This is an optimization exercise on Yosys and OpenROAD, whose aim is small area, not a production implementation.
No activity file was given, so power comes from the tool's default toggle rates.

Setup of run 1:
==> flow/design.v (excerpt) <==
module pool_core_mc
#(
    parameter int DATA_WIDTH  = 8,
    parameter int WIN_H       = 3,
    parameter int WIN_W       = 3,
    parameter int CH_NUM      = 4,
    parameter int RECIP_SHIFT = 16
) (
    input  logic                                     clk,
    input  logic                                     reset,
    input  logic                                     din_vld,
    output logic                                     din_rdy,
    input  logic                                     din_mode,
    input  logic [CH_NUM*WIN_H*WIN_W*DATA_WIDTH-1:0] din,
    output logic                                     dout_vld,
    input  logic                                     dout_rdy,
    output logic [CH_NUM*DATA_WIDTH-1:0]             dout
);
For scale: ~2000 cells after synthesis, roughly 180 flip-flops, ~330 I/O pins, roughly 18000 um2 of cells after synthesis.
==> flow/config.mk <==
export PLATFORM = sky130hd
export DESIGN_NAME = pool_core_mc
export DESIGN_NICKNAME = pool_core_mc
export VERILOG_FILES = /design/flow/design.v
export SDC_FILE = /design/flow/constraint.sdc
export NUM_CORES = 4
export LEC_CHECK = 0
export ABC_AREA = 1
export CAP_MARGIN = 20
export CORE_MARGIN = 2
export CORE_UTILIZATION = 40
export SLEW_MARGIN = 20
==> flow/constraint.sdc <==
create_clock -name core_clock -period 6.5 [get_ports {clk}]
set_input_delay 1.3000 -clock core_clock [delete_from_list [all_inputs] [get_ports {clk}]]
set_output_delay 1.3000 -clock core_clock [all_outputs]
set_load 0.01 [all_outputs]
standard.sh (not shown) runs the stock make flow with config.mk's settings and CLKGATE_MAP_FILE= SYNTH_SCRIPT=/design/flow/synth_recipe.tcl, a recipe that flattens the netlist after the stock synthesis.
==> flow/flow/run.sh <==
#!/bin/bash
# The standard ORFS layout, with these changes to how it is built:
#  - synthesis is the standard synthesis script (synth_recipe.tcl and the
#    ORFS synth.tcl it sources), run hierarchically, with three changes made
#    to a copy of ORFS's synth.tcl: ABC maps the combinational logic with
#    flow/abc_map.script (area-recovering mapping under a delay target),
#    except in module pool_lane_a (the first stage's maximum and word
#    select), mapped with flow/abc_map_a.script (the same with a looser
#    delay target), and module pool_lane_b (the second pipeline stage's
#    arithmetic, which has a whole clock cycle), mapped with
#    flow/abc_map_b.script (area mapping);
#    full/half adders are extracted only in the adder network module
#    pool_sum9; and yosys's synth skips its early "abc -fast" (SYNTH_ARGS
#    -noabc) so that extraction sees the adder network as written. Registers
#    are untouched; the design is flattened and renamed as synth_recipe.tcl does;
#  - the port buffers that global placement inserts on every input and output
#    are the small sky130_fd_sc_hd__buf_1 instead of the tool's default pick;
set -euo pipefail
work=$PWD
sed -e 's#^source $::env(SCRIPTS_DIR)/synth_preamble.tcl#&\nset abc_args [lreplace $abc_args 1 1 '"$work"'/flow/abc_map.script]#' \
    -e 's#^  extract_fa {\*}\[dont_use_extract_fa_args\]#& pool_sum9#' \
    -e 's#^  log_cmd abc {\*}$abc_args$#  log_cmd abc {*}[lreplace $abc_args 1 1 '"$work"'/flow/abc_map_a.script] pool_lane_a\n  log_cmd abc {*}[lreplace $abc_args 1 1 '"$work"'/flow/abc_map_b.script] pool_lane_b\n&#' \
    "$FLOW_HOME/scripts/synth.tcl" > "$work/own_synth_orfs.tcl"
grep -q 'extract_fa {\*}\[dont_use_extract_fa_args\] pool_sum9' "$work/own_synth_orfs.tcl"
grep -q 'abc_map.script' "$work/own_synth_orfs.tcl"
grep -q 'abc_map_b.script\] pool_lane_b' "$work/own_synth_orfs.tcl"
grep -q 'abc_map_a.script\] pool_lane_a' "$work/own_synth_orfs.tcl"
sed "s#source \$::env(SCRIPTS_DIR)/synth.tcl#source $work/own_synth_orfs.tcl#" \
    "$work/synth_recipe.tcl" > "$work/own_synth.tcl"
grep -q own_synth_orfs.tcl "$work/own_synth.tcl"
export BUFFER_PORTS_ARGS="-buffer_cell sky130_fd_sc_hd__buf_1"
export CTS_ARGS="-sink_clustering_enable -repair_clock_nets -dont_use_dummy_load -sink_clustering_size 10 -buf_list {sky130_fd_sc_hd__clkbuf_4 sky130_fd_sc_hd__clkbuf_8}"
bash standard.sh "SYNTH_SCRIPT=$work/own_synth.tcl" SYNTH_HIERARCHICAL=1 SYNTH_ARGS=-noabc finish > standard_flow.log 2>&1
==> flow/flow/abc_map_a.script <==
strash
dch
map -D 3500
topo
stime -c
buffer -c
upsize -c
dnsize -c
Other scripts of this flow, unchanged in this note and not shown: flow/flow/abc_map.script, flow/flow/abc_map_b.script
> inputs changed (run 1 -> run 2)
--- a/flow/flow/run.sh
+++ b/flow/flow/run.sh
@@ -32 +32 @@
-export CTS_ARGS="-sink_clustering_enable -repair_clock_nets -dont_use_dummy_load -sink_clustering_size 10 -buf_list {sky130_fd_sc_hd__clkbuf_4 sky130_fd_sc_hd__clkbuf_8}"
+export CTS_ARGS="-sink_clustering_enable -repair_clock_nets -dont_use_dummy_load -buf_list {sky130_fd_sc_hd__clkbuf_4 sky130_fd_sc_hd__clkbuf_8}"
Notes after the runs:
Run 2 was carried through to the last stage, and its layout satisfied the timing, design-rule and antenna checks.
Final area: run 2 vs run 1, no meaningful difference
Count of max-cap constraint violations came out exactly the same in run 2 and run 1.
Diff run 1..run 2 | largest voltage drop on the vdd net | unchanged
Taking run 1 as the reference, in run 2 met3 global-route usage has remained practically unchanged, clock skew has remained practically unchanged, count of clock-net buffers in the final layout has remained practically unchanged, cell depth of the worst setup path has remained practically unchanged, floorplan die area has remained practically unchanged.
Between run 2 and run 1, the final worst-path setup slack does not differ in any meaningful way.
Via count of run 2 is on par with run 1.
Multi-input combinational cell area: run 2 vs run 1 identical
Inputs modified between run 2 and run 3:
--- a/flow/flow/run.sh
+++ b/flow/flow/run.sh
@@ -32 +32 @@
-export CTS_ARGS="-sink_clustering_enable -repair_clock_nets -dont_use_dummy_load -buf_list {sky130_fd_sc_hd__clkbuf_4 sky130_fd_sc_hd__clkbuf_8}"
+export CTS_ARGS="-sink_clustering_enable -repair_clock_nets -dont_use_dummy_load -buf_list {sky130_fd_sc_hd__clkbuf_8}"
### Flow results
- Reported for run 3 and run 2, first-pass GRT wire length turned out identical to the last digit.
- Setup slack: run 3 vs run 2 identical
- Run 3 and run 2 ended up with nearly the same quantity of hold-fixing buffers added after cts.
- Run 2 -> run 3: number of max-slew violations in the final report delta 0, exact match
- | proportion of synthesized flip-flops having asynchronous set or reset | run 2 vs run 3 | ≈ equal |
[inputs] run 4 vs run 3
--- a/flow/flow/run.sh
+++ b/flow/flow/run.sh
@@ -32 +32 @@
-export CTS_ARGS="-sink_clustering_enable -repair_clock_nets -dont_use_dummy_load -buf_list {sky130_fd_sc_hd__clkbuf_8}"
+export CTS_ARGS="-sink_clustering_enable -repair_clock_nets -dont_use_dummy_load -sink_clustering_max_diameter 40 -buf_list {sky130_fd_sc_hd__clkbuf_4 sky130_fd_sc_hd__clkbuf_8}"
==> results.txt <==
Run 4 | status: complete | timing, DRC, antenna: pass
As far as final clock skew goes, run 3 and run 4 are indistinguishable; the numbers are identical.
As far as portion of the layout cell area used by clock cells goes, run 3 and run 4 are indistinguishable; the numbers are identical.
Run 4 vs. run 3: first-pass iteration count of the detailed router comparable; final wirelength comparable; per-cell routed wire length comparable; wire length of the first global-routing pass comparable.
Run 3 -> run 4: total of flip-flops plus latches after synthesis delta 0, exact match
As far as total nets after synthesis goes, run 3 and run 4 are indistinguishable; the numbers are identical.
Leakage dissipation: run 4 vs run 3 identical
Between run 4 and run 3, the slack of the worst reg-to-reg path does not differ in any meaningful way.
Final setup TNS: run 3 vs run 4 identical
### run 4 -> run 5
--- a/flow/flow/run.sh
+++ b/flow/flow/run.sh
@@ -32 +32 @@
-export CTS_ARGS="-sink_clustering_enable -repair_clock_nets -dont_use_dummy_load -sink_clustering_max_diameter 40 -buf_list {sky130_fd_sc_hd__clkbuf_4 sky130_fd_sc_hd__clkbuf_8}"
+export CTS_ARGS="-sink_clustering_enable -repair_clock_nets -dont_use_dummy_load -buf_list {sky130_fd_sc_hd__clkbuf_4 sky130_fd_sc_hd__clkbuf_8}"
--- a/flow/flow/abc_map_a.script
+++ b/flow/flow/abc_map_a.script
@@ -3 +3 @@
-map -D 3500
+map -D 4000
- Critical path depth (run 5 / run 4): 1.2
- Going from run 4 to run 5, cell area after technology mapping has decreased, utilization of the core after routing moved up, routed wire length barely changed, power density relative to cell area went down.
- Looking at most common cell after layout, fill and taps aside, the sky130_fd_sc_hd__nand2_1 result is from run 4; the sky130_fd_sc_hd__buf_1 one comes from run 5.
- Run 5 and run 4 ended up with roughly the same relative area of clock buffers and inverters in the final design.
No functional check of the RTL was part of any run of this note.

## static timing again, ports no longer ideal
In the flow no input, the clock included, has a driving cell. The finished layouts below were timed again as built, in two steps. Step 1: set_driving_cell puts a clkbuf_16 on clk and a buf_2 on each other input, an assumption about the parent block. Step 2 also shifts input and output timing later by t, the mid clock arrival at the registers, as if the neighbouring blocks saw the same clock. Three values: no drivers, after step 1, after step 2; two values: the first two.
run | t (ns) | setup slack, ns | pins driven straight from the clock port
run 1 | 0.473 | 0.308 / 0.329 / -0.144 | 1
run 2 | 0.473 | 0.308 / 0.329 / -0.144 | 1
run 3 | 0.473 | 0.308 / 0.329 / -0.144 | 1
run 4 | 0.473 | 0.308 / 0.329 / -0.144 | 1
run 5 | 0.474 | 0.169 / 0.180 / -0.294 | 1
Met with ideal ports but missed after step 2: setup timing in every run listed. The setup slack of run 5, which loses most, moves by +0.011 ns with the drivers and by -0.463 ns with both steps.
